Source: an optimization exercise on an open RTL-to-GDS flow (aim: small area and a short achievable clock period). Production flows keep margins and buffers that such runs may drop. Function was checked by simulation only, so behaviour that the tests miss may differ from the original. Power and IR drop assume default switching activity.

Setup of the previous run:
==> module joltage_select_sum, before the edit <==
module joltage_select_sum #(
  parameter int MAX_K = 12,
  parameter int VAL_W = 40,
  parameter int SUM_W = 64,
  parameter int CNT_W = 32,
  localparam int KW   = $clog2(MAX_K+1)
)(
  input  logic             clk,
  input  logic             rst_n,
  input  logic [KW-1:0]    k_sel,
  input  logic [3:0]       in_digit,
  input  logic             in_last,
  input  logic             in_valid,
  output logic             in_ready,
  input  logic             sum_clr,
  output logic             line_valid,
  output logic [VAL_W-1:0] line_value,
  output logic             line_short,
  output logic [SUM_W-1:0] sum_out,
  output logic [CNT_W-1:0] lines_done,
  output logic [2:0]       error
);
  logic [MAX_K-1:0][3:0] dig, cand;
  logic [MAX_K-1:1] shf_q, asc_nxt, shf_nxt;
  logic [VAL_W-1:0] val_p, val_g, va_nxt, vb_nxt;
  logic [VAL_W-1:0] val;
  logic [KW-1:0]    cnt, k_r, k_nxt;
  logic             live, fin, rdy, in_line;
  logic             acc, upd, clr, dig_ok, k_ok, short_l, add_ok;
  logic [VAL_W:0]   add_lo;
  logic [SUM_W-1:0] sum_nxt;
  logic             carry;
  logic [CNT_W-1:0] lines_nxt;
  logic [2:0]       err_set;
  assign in_ready = rdy;
  assign acc      = in_valid && in_ready;
  assign dig_ok   = (in_digit <= 4'd9);
  assign upd      = acc && dig_ok;
  assign clr      = fin || !live;
  assign k_ok     = (k_sel != '0) && (k_sel <= KW'(MAX_K));
  assign short_l  = (cnt < k_r);
  assign add_ok   = fin && !short_l;
  assign k_nxt = in_line ? k_r : (k_ok ? k_sel : KW'(MAX_K));
  always_comb begin
    cand[0] = (shf_q[1] || in_digit > dig[0]) ? in_digit : dig[0];
    for (int j = 1; j < MAX_K; j++)
      cand[j] = shf_q[j] ? dig[j-1] : dig[j];
    for (int j = 1; j < MAX_K; j++)
      asc_nxt[j] = (KW'(j) < k_nxt) && (cand[j] < cand[j-1]);
    shf_nxt[MAX_K-1] = asc_nxt[MAX_K-1];
    for (int j = MAX_K-2; j >= 1; j--)
      shf_nxt[j] = shf_nxt[j+1] | asc_nxt[j];
  end
  jss_bcd2bin u_conv (.d(cand), .va(va_nxt), .vb(vb_nxt));
  assign line_valid = fin;
  assign line_short = fin && short_l;
  assign line_value = add_ok ? val : '0;
  jss_cpa_pg #(.W(VAL_W)) u_val (.p_in(val_p), .g_in(val_g), .s(val));
  jss_cpa_sklansky #(.W(VAL_W+1)) u_add (.a({1'b0, sum_out[VAL_W-1:0]}), .b({1'b0, line_value}), .s(add_lo));
  jss_inc #(.W(SUM_W-VAL_W)) u_inc_hi (.a(sum_out[SUM_W-1:VAL_W]), .ci(add_lo[VAL_W]), .s(sum_nxt[SUM_W-1:VAL_W]), .co(carry));
  assign sum_nxt[VAL_W-1:0] = add_lo[VAL_W-1:0];
  assign lines_nxt = lines_done + CNT_W'(fin);
  assign err_set = {carry,
                    (fin && short_l) || (acc && !in_line && !k_ok),
                    acc && !dig_ok};
  always_ff @(posedge clk or negedge rst_n) begin
    if (!rst_n) begin
      live    <= 1'b0;
      fin     <= 1'b0;
      rdy     <= 1'b0;
    end else begin
      live <= 1'b1;
      fin  <= acc && in_last;
      rdy  <= !(acc && in_last);
    end
  end
  always_ff @(posedge clk) begin
    if (clr) begin
      in_line <= 1'b0;
      dig     <= '0;
      shf_q   <= '0;
      cnt     <= '0;
    end else begin
      if (acc) in_line <= !in_last;
      if (upd) begin
        dig   <= cand;
        shf_q <= shf_nxt;
        if (cnt != KW'(MAX_K)) cnt <= cnt + 1'b1;
      end
    end
  end
  always_ff @(posedge clk) begin
    if (acc && !in_line) k_r <= k_ok ? k_sel : KW'(MAX_K);
    if (upd) begin
      val_p <= va_nxt ^ vb_nxt;
      val_g <= va_nxt & vb_nxt;
    end
  end
  always_ff @(posedge clk or negedge rst_n) begin
    if (!rst_n) begin
      sum_out    <= '0;
      lines_done <= '0;
      error      <= '0;
    end else if (sum_clr) begin
      sum_out    <= '0;
      lines_done <= '0;
      error      <= '0;
    end else begin
      error <= error | err_set;
      lines_done <= lines_nxt;
      sum_out    <= sum_nxt;
    end
  end
endmodule
export LEC_CHECK = 0
export CAP_MARGIN = 20
export CORE_MARGIN = 2
export CORE_UTILIZATION = 55
export SETUP_SLACK_MARGIN = 4.1
export SLEW_MARGIN = 20
create_clock -name core_clock -period 9.0 [get_ports {clk}]
standard.sh (not shown) runs the stock make flow with config.mk's settings and CLKGATE_MAP_FILE= SYNTH_SCRIPT=/design/flow/synth_recipe.tcl, a recipe that flattens the netlist after the stock synthesis.
==> flow/flow/run.sh <==
#!/bin/bash
set -euo pipefail
export BUFFER_PORTS_ARGS="-buffer_cell sky130_fd_sc_hd__buf_1"
export CTS_ARGS="-sink_clustering_enable -repair_clock_nets -dont_use_dummy_load -sink_clustering_size 24 -sink_clustering_max_diameter 100"
bash standard.sh finish > standard_flow.log 2>&1
[inputs] the current run vs the previous run
--- a/flow/design.v
+++ b/flow/design.v
@@ -40,13 +40,18 @@
   assign k_ok     = (k_sel != '0) && (k_sel <= KW'(MAX_K));
   assign short_l  = (cnt < k_r);
   assign add_ok   = fin && !short_l;
+  function automatic logic dig_lt(input logic [3:0] a, input logic [3:0] b);
+    logic lt3;
+    lt3 = a[2:0] < b[2:0];
+    dig_lt = (!a[3] && (b[3] || lt3)) || (b[3] && lt3);
+  endfunction
   assign k_nxt = in_line ? k_r : (k_ok ? k_sel : KW'(MAX_K));
   always_comb begin
     cand[0] = (shf_q[1] || in_digit > dig[0]) ? in_digit : dig[0];
     for (int j = 1; j < MAX_K; j++)
       cand[j] = shf_q[j] ? dig[j-1] : dig[j];
     for (int j = 1; j < MAX_K; j++)
-      asc_nxt[j] = (KW'(j) < k_nxt) && (cand[j] < cand[j-1]);
+      asc_nxt[j] = (KW'(j) < k_nxt) && dig_lt(cand[j], cand[j-1]);
     shf_nxt[MAX_K-1] = asc_nxt[MAX_K-1];
     for (int j = MAX_K-2; j >= 1; j--)
       shf_nxt[j] = shf_nxt[j+1] | asc_nxt[j];
--- outcome ---
Number of fill cells | the current run below the previous run. Between the current run and the previous run, the combinational power does not differ in any meaningful way. Lower design area was reported by the current run, not the previous run. Cmp the current run vs the previous run: pre-CTS setup slack lower in the current run. For the final worst setup slack, the current run came in 0.031 ns lower than the previous run did.

[separate check: timing with driven ports]
How much do the figures lean on ideal ports? The routed layouts below were timed once more, with nothing changed but the port constraints.
Step 1, drivers: a clkbuf_16 drives clk and a buf_2 each remaining input, both assumed.
Step 2 also shifts input and output timing later by t, the mid clock arrival at the registers, as if the neighbouring blocks saw the same clock.
Slacks: ideal ports / drivers / drivers and shift; pairs: ideal ports / drivers.
run	t, ns	slack for setup (ns)	worst slew at a driven data input, ns
the previous run	0.538	4.252 / 4.198 / 3.834	0.03
the current run	0.524	4.222 / 4.184 / 3.840	0.03
After both steps every run listed still meets setup and hold. For the previous run, which loses most, drivers alone change the setup slack by -0.054 ns; drivers and shift together by -0.418 ns.
